This design comes from an exercise in tuning for small area, a short achievable clock period and few clock cycles per item on the open sky130 flow, not from production work.
Power is estimated from default activity; no workload was simulated.

// exact_pattern_stream_matcher
module exact_pattern_stream_matcher (
	input  logic                       clk,
	input  logic                       arst_n,
	input  logic                       in_valid,
	output logic                       in_stall,
	input  logic [1:0]                 func,
	input  logic [epsm_pkg::SYM_W-1:0] symbol,
	output logic                       out_valid,
	input  logic                       out_stall,
	output logic [epsm_pkg::IDX_W-1:0] match_start,
	output logic                       pattern_overflow
);
	localparam int N  = epsm_pkg::MAX_PAT;
	localparam int LW = epsm_pkg::LEN_W;
	localparam int PW = LW - 1;
	localparam int SW = epsm_pkg::SYM_W;
	localparam int IW = epsm_pkg::IDX_W;
	logic          in_stall_q;
	logic          ir_v;
	logic [1:0]    ir_f;
	logic [SW-1:0] ir_s;
	logic [SW-1:0] csym_q;     
	logic [SW-1:0] csymb_q;    
	logic [7:0]    smh_q, sml_q;  
	logic          gt_q;       
	logic          rc_q;       
	logic          gs_q;       
	logic          gw_q;       
	logic          gf_q;       
  ...
export LEC_CHECK = 0
export CAP_MARGIN = 20
export CORE_MARGIN = 2
export CORE_UTILIZATION = 40
export CTS_CLUSTER_DIAMETER = 100
export CTS_CLUSTER_SIZE = 28
export SETUP_SLACK_MARGIN = 2.8
export SLEW_MARGIN = 20
create_clock -name core_clock -period 5.0 [get_ports {clk}]
run.sh (not shown) runs the stock make flow with config.mk's settings and CLKGATE_MAP_FILE= SYNTH_SCRIPT=/design/flow/synth_recipe.tcl, a recipe that flattens the netlist after the stock synthesis.
Rerun with:
--- a/flow/design.v
+++ b/flow/design.v
@@ -91,38 +91,43 @@
 	assign hit = gt_q && !len0 && (len1_q || |dsel_h) && (plast_q == csym_q);
 	logic [PW-1:0] cyc_d, zz_d, sm_d, tp_d;
 	logic [LW-1:0] len_d, fill_d;
 	logic [IW-1:0] sc_inc, sc_dec;
 	assign cyc_d = cyc_q + PW'(1);
 	assign zz_d  = gf_q ? PW'(1) : zz_q + PW'(1);
 	assign sm_d  = gf_q ? PW'(1) : (gw_q ? sm_q : sm_q + PW'(1));
 	assign tp_d  = gt_q ? cyc_d : tp_q;
 	assign len_d = gs_q ? LW'(1) : (gw_q ? len_q + LW'(1) : len_q);
 	assign fill_d = gs_q ? '0 : ((gt_q && !fill_q[LW-1]) ? fill_q + LW'(1) : fill_q);
-	logic [7:0]    lo_c1, lo_c0, sc_lo_d;
-	logic [IW-9:0] hi_c1, hi_c0;
-	logic          lo_ff_q, lo_00_q;
-	assign lo_c1[0] = 1'b1;
-	assign lo_c0[0] = 1'b1;
-	for (genvar i = 1; i < 8; i++) begin : g_lo
-		assign lo_c1[i] = &sc_q[i-1:0];
-		assign lo_c0[i] = ~|sc_q[i-1:0];
-	end
-	assign hi_c1[0] = 1'b1;
-	assign hi_c0[0] = 1'b1;
-	for (genvar i = 1; i < IW - 8; i++) begin : g_hi
-		assign hi_c1[i] = &sc_q[8 +: i];
-		assign hi_c0[i] = ~|sc_q[8 +: i];
-	end
-	assign sc_inc = {sc_q[IW-1:8] ^ (hi_c1 & {(IW-8){lo_ff_q}}), sc_q[7:0] ^ lo_c1};
-	assign sc_dec = {sc_q[IW-1:8] ^ (hi_c0 & {(IW-8){lo_00_q}}), sc_q[7:0] ^ lo_c0};
-	assign sc_lo_d = gs_q ? 8'h00 : (gv_q ? sc_q[7:0] : (gw_q ? sc_dec[7:0] : (gt_q ? sc_inc[7:0] : sc_q[7:0])));
+	logic [IW/4-1:0] g1, g0, gc1, gc0;
+	logic [IW-1:0]   c1, c0;
+	for (genvar j = 0; j < IW / 4; j++) begin : g_grp
+		assign g1[j] = &sc_q[4*j +: 4];
+		assign g0[j] = ~|sc_q[4*j +: 4];
+		if (j == 0) begin : g_first
+			assign gc1[j] = 1'b1;
+			assign gc0[j] = 1'b1;
+		end else begin : g_rest
+			assign gc1[j] = &g1[j-1:0];
+			assign gc0[j] = &g0[j-1:0];
+		end
+		assign c1[4*j]   = gc1[j];
+		assign c0[4*j]   = gc0[j];
+		assign c1[4*j+1] = gc1[j] & sc_q[4*j];
+		assign c0[4*j+1] = gc0[j] & ~sc_q[4*j];
+		assign c1[4*j+2] = gc1[j] & sc_q[4*j] & sc_q[4*j+1];
+		assign c0[4*j+2] = gc0[j] & ~sc_q[4*j] & ~sc_q[4*j+1];
+		assign c1[4*j+3] = gc1[j] & sc_q[4*j] & sc_q[4*j+1] & sc_q[4*j+2];
+		assign c0[4*j+3] = gc0[j] & ~sc_q[4*j] & ~sc_q[4*j+1] & ~sc_q[4*j+2];
+	end
+	assign sc_inc = sc_q ^ c1;
+	assign sc_dec = sc_q ^ c0;
 	logic pop, v0_d, v1_d, block_d;
 	assign pop     = v0 && !out_stall;
 	assign v0_d    = v1 || hit || (v0 && !pop);
 	assign v1_d    = v1 ? !pop : (v0 && !pop && hit);
 	assign block_d = (v1 && !pop) || (v1 && gt_q) || (v0 && !pop && gt_q);
 	logic          irv_d;
 	logic [1:0]    irf_d;
 	logic [SW-1:0] irs_d;
 	assign irv_d = in_stall_q ? ir_v : in_valid;
 	assign irf_d = in_stall_q ? ir_f : func;
@@ -163,22 +168,20 @@
 			fill0_q    <= 1'b1;
 			tok_q      <= 1'b1;
 			cyc_q      <= '0;
 			zz_q       <= '0;
 			sm_q       <= '0;
 			len_q      <= '0;
 			fill_q     <= '0;
 			tp_q       <= '0;
 			ovf_q      <= 1'b0;
 			sc_q       <= IW'(1);
-			lo_ff_q    <= 1'b0;
-			lo_00_q    <= 1'b0;
 			v0         <= 1'b0;
 			v1         <= 1'b0;
 			block_q    <= 1'b0;
 		end else begin
 			ir_v       <= irv_d;
 			gt_q       <= gt_d;
 			rc_q       <= rc_d;
 			gs_q       <= n_start;
 			gw_q       <= n_start || (ga_d && !lenf_d);
 			gf_q       <= n_start || (ga_d && len0_d);
@@ -190,22 +193,20 @@
 			tok_q      <= tok_d;
 			cyc_q      <= cyc_d;
 			zz_q       <= zz_d;
 			sm_q       <= sm_d;
 			len_q      <= len_d;
 			fill_q     <= fill_d;
 			tp_q       <= tp_d;
 			v0         <= v0_d;
 			v1         <= v1_d;
 			block_q    <= block_d;
-			lo_ff_q    <= (sc_lo_d == 8'hff);
-			lo_00_q    <= (sc_lo_d == 8'h00);
 			if (gs_q) begin
 				ovf_q <= 1'b0;
 				sc_q  <= '0;
 			end else if (gv_q) begin
 				ovf_q <= 1'b1;
 			end else if (gw_q) begin
 				sc_q <= sc_dec;
 			end else if (gt_q) begin
 				sc_q <= sc_inc;
 			end
Result:
- final area drops by 0.53%
- critical path depth came out higher by 1
- via count decreases by 2.1%
- fmax is higher by 1.1%
- total power climbs by 2.8%
- sequential cell count falls by 2
- area after synthesis went down by 0.39%
- register-to-register slack improved by 0.03 ns
- cell count went down by 1.5%
- routed wire length shrinks by 1.4%
- die area falls by 0.38%
No run of this note included a check of the RTL's function; only the layout flow was run.

-- afterwards: timing with drivers on the ports --
The flow's constraints put no driver on any port. The routed layouts listed below were extracted and timed again, unchanged, in two steps.
Step 1 sets driving cells, clkbuf_16 on the clock port and buf_2 on the other inputs (assumed; they add their load-dependent delay and slew).
Step 2 also shifts input and output timing later by t, the mid clock arrival at the registers, as if the neighbouring blocks saw the same clock.
Three values: ideal, step 1, step 2; two values: the first two.
run | t (ns) | slack for setup (ns) | worst setup path at the end
the first run | 0.712 | 2.667 / 2.667 / 2.167 | input to register
the second run | 0.706 | 2.692 / 2.688 / 2.166 | input to register
After both steps every run listed still meets setup and hold. For the second run, which loses most, drivers alone change the setup slack by -0.004 ns; drivers and shift together by -0.526 ns.
